Background: an optimization exercise with open tools, aiming at small area, a short achievable clock period and few clock cycles per item. Do not read the settings as production practice. Where RTL was checked, it was by simulation tests only, not by an equivalence proof against the original. Power is estimated from default activity; no workload was simulated.

== v6 ==
Design ipv4_route_table, start of the top module:
module ipv4_route_table (
  input  wire logic        clk,
  input  wire logic        rst_n,
  input  wire logic        start,
  input  wire logic        in_action,
  input  wire logic [31:0] in_address,
  input  wire logic [31:0] in_mask,
  input  wire logic [31:0] in_next_hop,
  output logic             busy,
  output logic             out_valid,
  output logic [2:0]       out_status,
  output logic [31:0]      out_gateway,
  output logic [3:0]       out_slot
);
  ipv4_route_table_match_core u_core (
    .clk         (clk),
    .rst_n       (rst_n),
    .start       (start),
    .in_action   (in_action),
    .in_address  (in_address),
    .in_mask     (in_mask),
    .in_next_hop (in_next_hop),
    .busy        (busy),
    .out_valid   (out_valid),
    .out_status  (out_status),
    .out_gateway (out_gateway),
    .out_slot    (out_slot)
  );
endmodule
clock: 5.0 ns
lec_check: 0
cap_margin: 20
core_margin: 2
core_utilization: 40
slew_margin: 20
run.sh (not shown) runs the stock make flow with config.mk's settings and CLKGATE_MAP_FILE= SYNTH_SCRIPT=/design/flow/synth_recipe.tcl, a recipe that flattens the netlist after the stock synthesis.
Every stage of the flow completed for v6, and the final layout passed the timing, design-rule and antenna checks.
Here is what was changed in the inputs of v7 compared with v6.
# v6
export LEC_CHECK = 0
export CAP_MARGIN = 20
export CORE_MARGIN = 2
export CORE_UTILIZATION = 40
export SLEW_MARGIN = 20
create_clock -name core_clock -period 5.0 [get_ports {clk}]
# v7
export LEC_CHECK = 0
export CAP_MARGIN = 20
export CORE_MARGIN = 2
export CORE_UTILIZATION = 40
export CTS_CLUSTER_DIAMETER = 60
export CTS_CLUSTER_SIZE = 30
export SETUP_SLACK_MARGIN = 2.6
export SLEW_MARGIN = 20
create_clock -name core_clock -period 5.0 [get_ports {clk}]
Notes after the runs:
- v7 vs. v6: cell area +12%; highest fanout seen on the critical path -3; wire length on met3 +about 90%; final-layout non-clock buffer area share +7.6 points; post-detailed-placement half-perimeter wirelength -4.6%.
- v7 finished all stages; however, its layout fails the closing checks, the failures being capacitance limit, slew limit.
- What v6 reported for non-clock buffer count has to be multiplied by 1.5 to get the figure for v7.
No run of this note included a check of the RTL's function; only the layout flow was run.

The RTL this note starts from:
==> flow/design.v <==
`default_nettype none
package rtm_pkg;
  localparam int ENTRIES = 16;
  localparam logic [2:0] ST_ADDED     = 3'd0;
  localparam logic [2:0] ST_DUPLICATE = 3'd1;
  localparam logic [2:0] ST_FULL      = 3'd2;
  localparam logic [2:0] ST_MATCHED   = 3'd3;
  localparam logic [2:0] ST_NO_ROUTE  = 3'd4;
endpackage
`default_nettype wire
`default_nettype none
module rtm_route_mem
(
  input  wire logic        clk,
  input  wire logic        we,
  input  wire logic [31:0] wr_ndest,    
  input  wire logic [31:0] wr_mask,
  input  wire logic [31:0] wr_gw,
  input  wire logic [31:0] bad_x,
  input  wire logic [31:0] bad_z,
  input  wire logic [31:0] bad_o,
  output logic [1:0]       hit,
  output logic [31:0]      gw
);
  logic [31:0] ndest_r;
  logic [31:0] mask_r;
  logic [31:0] gw_r;
  logic [31:0] bad;
  always_ff @(posedge clk) begin
    if (we) begin
      ndest_r <= wr_ndest;
      mask_r  <= wr_mask;
      gw_r    <= wr_gw;
    end
  end
  always_comb begin
    for (int b = 0; b < 32; b++) begin
      bad[b] = mask_r[b] ? (ndest_r[b] ? bad_z[b] : bad_o[b]) : bad_x[b];
    end
  end
  assign hit = {bad[31:16] == 16'd0, bad[15:0] == 16'd0};
  assign gw  = gw_r;
endmodule
`default_nettype wire
`default_nettype none
module ipv4_route_table_match_core
(
  input  wire logic        clk,
  input  wire logic        rst_n,
  input  wire logic        start,
  input  wire logic        in_action,
  input  wire logic [31:0] in_address,
  input  wire logic [31:0] in_mask,
  input  wire logic [31:0] in_next_hop,
  output logic             busy,
  output logic             out_valid,
  output logic [2:0]       out_status,
  output logic [31:0]      out_gateway,
  output logic [3:0]       out_slot
);
  localparam int N = rtm_pkg::ENTRIES;
  logic        add_mode;
  logic        v0_r;
  logic        act0_r;
  logic [31:0] bad_x_r;
  logic [31:0] bad_z_r;
  logic [31:0] bad_o_r;
  logic [31:0] gw0_r;
  assign add_mode = !in_action;
  always_ff @(posedge clk) begin
    v0_r    <= start && rst_n;
    act0_r  <= in_action;
    bad_x_r <= {32{add_mode}} & in_mask;
    bad_z_r <= in_address  | ({32{add_mode}} & ~in_mask);
    bad_o_r <= ~in_address | ({32{add_mode}} & ~in_mask);
    gw0_r   <= in_next_hop;
  end
  logic [N-1:0]  valid_r;      
  logic [N-1:0]  free_oh_r;    
  logic [N-1:0]  wr_en;
  logic [3:0]    count_r;      
  logic [N-1:0]  hit_lo;       
  logic [N-1:0]  hit_hi;       
  logic [31:0]   slot_gw [0:N-1];
  genvar gi;
  generate
    for (gi = 0; gi < N; gi++) begin : g_slot
      rtm_route_mem u_slot (
        .clk     (clk),
        .we      (wr_en[gi]),
        .wr_ndest(bad_o_r),        
        .wr_mask (bad_x_r),        
        .wr_gw   (gw0_r),
        .bad_x   (bad_x_r),
        .bad_z   (bad_z_r),
        .bad_o   (bad_o_r),
        .hit     ({hit_hi[gi], hit_lo[gi]}),
        .gw      (slot_gw[gi])
      );
    end
  endgenerate
  logic          v1_r;
  logic          act1_r;
  logic [N-1:0]  hit1_lo_r;
  logic [N-1:0]  hit1_hi_r;
  always_ff @(posedge clk) begin
    v1_r   <= v0_r && rst_n;
    act1_r <= act0_r;
    hit1_lo_r <= hit_lo;
    hit1_hi_r <= hit_hi;
  end
  logic [N-1:0]  vhit;
  logic          dup;
  logic          full;
  logic          added;
  assign vhit  = hit1_lo_r & hit1_hi_r & valid_r;
  assign dup   = |vhit;
  assign full  = valid_r[N-1];
  assign added = v1_r && !act1_r && !dup && !full;
  assign wr_en = {free_oh_r[N-2:0], 1'b0} | (free_oh_r & {N{!added}});
  always_ff @(posedge clk) begin
    if (!rst_n) begin
      valid_r   <= '0;
      free_oh_r <= {{(N-1){1'b0}}, 1'b1};
      count_r   <= '0;
    end else if (added) begin
      valid_r   <= {valid_r[N-2:0], 1'b1};
      free_oh_r <= {free_oh_r[N-2:0], 1'b0};
      count_r   <= count_r + 4'd1;
    end
  end
  logic [N-1:0]  sel;
  logic [31:0]   gw_m;
  logic [3:0]    idx_m;
  always_comb begin
    for (int i = 0; i < N; i++) begin
      sel[i] = vhit[i];
      for (int j = i + 1; j < N; j++) begin
        sel[i] = sel[i] & !vhit[j];
      end
    end
    gw_m  = '0;
    idx_m = '0;
    for (int i = 0; i < N; i++) begin
      gw_m  = gw_m  | ({32{sel[i]}} & slot_gw[i]);
      idx_m = idx_m | ({4{sel[i]}} & 4'(i));
    end
  end
  logic          out_valid_r;
  logic [2:0]    out_status_r;
  logic [31:0]   out_gw_r;
  logic [3:0]    out_slot_r;
  always_ff @(posedge clk) begin
    out_valid_r <= v1_r && rst_n;
    if (act1_r) begin
      out_status_r <= dup ? rtm_pkg::ST_MATCHED : rtm_pkg::ST_NO_ROUTE;
      out_gw_r     <= gw_m;
      out_slot_r   <= idx_m;
    end else begin
      out_status_r <= dup  ? rtm_pkg::ST_DUPLICATE :
                      full ? rtm_pkg::ST_FULL : rtm_pkg::ST_ADDED;
      out_gw_r     <= 32'd0;
      out_slot_r   <= added ? count_r : 4'd0;
    end
  end
  assign busy        = 1'b0;
  assign out_valid   = out_valid_r;
  assign out_status  = out_status_r;
  assign out_gateway = out_gw_r;
  assign out_slot    = out_slot_r;
endmodule
`default_nettype wire
`default_nettype none
module ipv4_route_table (
  input  wire logic        clk,
  input  wire logic        rst_n,
  input  wire logic        start,
  input  wire logic        in_action,
  input  wire logic [31:0] in_address,
  input  wire logic [31:0] in_mask,
  input  wire logic [31:0] in_next_hop,
  output logic             busy,
  output logic             out_valid,
  output logic [2:0]       out_status,
  output logic [31:0]      out_gateway,
  output logic [3:0]       out_slot
);
  ipv4_route_table_match_core u_core (
    .clk         (clk),
    .rst_n       (rst_n),
    .start       (start),
    .in_action   (in_action),
    .in_address  (in_address),
    .in_mask     (in_mask),
    .in_next_hop (in_next_hop),
    .busy        (busy),
    .out_valid   (out_valid),
    .out_status  (out_status),
    .out_gateway (out_gateway),
    .out_slot    (out_slot)
  );
endmodule
`default_nettype wire
export LEC_CHECK = 0
export CAP_MARGIN = 35
export CORE_MARGIN = 2
export CORE_UTILIZATION = 55
export CTS_CLUSTER_DIAMETER = 60
export CTS_CLUSTER_SIZE = 30
export SETUP_SLACK_MARGIN = 2.75
export SLEW_MARGIN = 35
create_clock -name core_clock -period 5.0 [get_ports {clk}]
Testbench counts at the start, summed over its fixed seeds: cycles 19,488, items 19,200.
==> next run, changes <==
CORE_UTILIZATION = 45   (was 55)
SETUP_SLACK_MARGIN = 2.7   (was 2.75)
After rerunning: Clock power stays flat; design area went down by a few percent; wire length went down by a few percent; register-to-register slack improves by 0.02 ns; global-route usage came out lower by 7.2 points; clock-buffer cell count drops by 12.
==> next run, changes <==
CORE_UTILIZATION = 55   (was 45)
CTS_CLUSTER_SIZE = 34   (was 30)
SETUP_SLACK_MARGIN = 2.8   (was 2.7)
After rerunning: The new run finished with timing, DRC and antenna clean. Combinational power went up by roughly a tenth. Worst hold slack got worse by 0.019 ns. First-iteration DRC count went up by about a fifth. Non-clock buffer count went up by 204. Clock skew went down by 0.0045 ns. Routed wire length went up by roughly a tenth. Total power went up slightly.

rev 12:
// ipv4_route_table: RTL as listed in full above, without the edits since
clock: 5.0 ns
lec_check: 0
cap_margin: 35
core_margin: 2
core_utilization: 55
cts_cluster_diameter: 60
cts_cluster_size: 30
setup_slack_margin: 2.7
slew_margin: 35
Testbench counts of rev 12, summed over its fixed seeds: cycles 19,488, items 19,200.
Changes in rev 13 relative to rev 12:
- swapping 2.7 for 2.5 in SETUP_SLACK_MARGIN
--- outcome ---
- Changes observed in rev 13 relative to rev 12: setup slack lost 0.20 ns, cell area after layout lost 2.0%, critical path depth neither gained nor lost much, number of clock buffers in the layout lost 3.

separate check: timing with driven ports:
The results above use ideal ports. As a check the final layouts listed here were re-extracted and re-timed, cells and wires unchanged.
Step 1, drivers: a clkbuf_16 drives clk and a buf_2 each remaining input, both assumed.
Step 2 also shifts input and output timing later by t, the mid clock arrival at the registers, as if the neighbouring blocks saw the same clock.
Three values: no drivers, after step 1, after step 2; two values: the first two.
run | t, ns | slack for setup (ns) | slew at the worst register clock pin (ns) | worst slew at a driven data input, ns
v6 | 0.907 | 0.930 / 0.993 / 0.086 | 0.06 / 0.06 | 0.08
v7 | 0.894 | 2.157 / 2.157 / 1.269 | 0.11 / 0.11 | 0.15
the first run of note 2 | 0.833 | 2.661 / 2.661 / 2.661 | 0.11 / 0.11 | 0.04
the second run of note 2 | 0.855 | 2.680 / 2.630 / 2.680 | 0.10 / 0.10 | 0.07
the third run of note 2 | 0.847 | 2.542 / 2.542 / 2.542 | 0.11 / 0.11 | 0.04
rev 12 | 0.837 | 2.631 / 2.631 / 2.631 | 0.11 / 0.11 | 0.04
rev 13 | 0.833 | 2.429 / 2.429 / 2.429 | 0.10 / 0.10 | 0.05
For v7, which loses most, drivers alone change the setup slack by 0.000 ns; drivers and shift together by -0.888 ns.
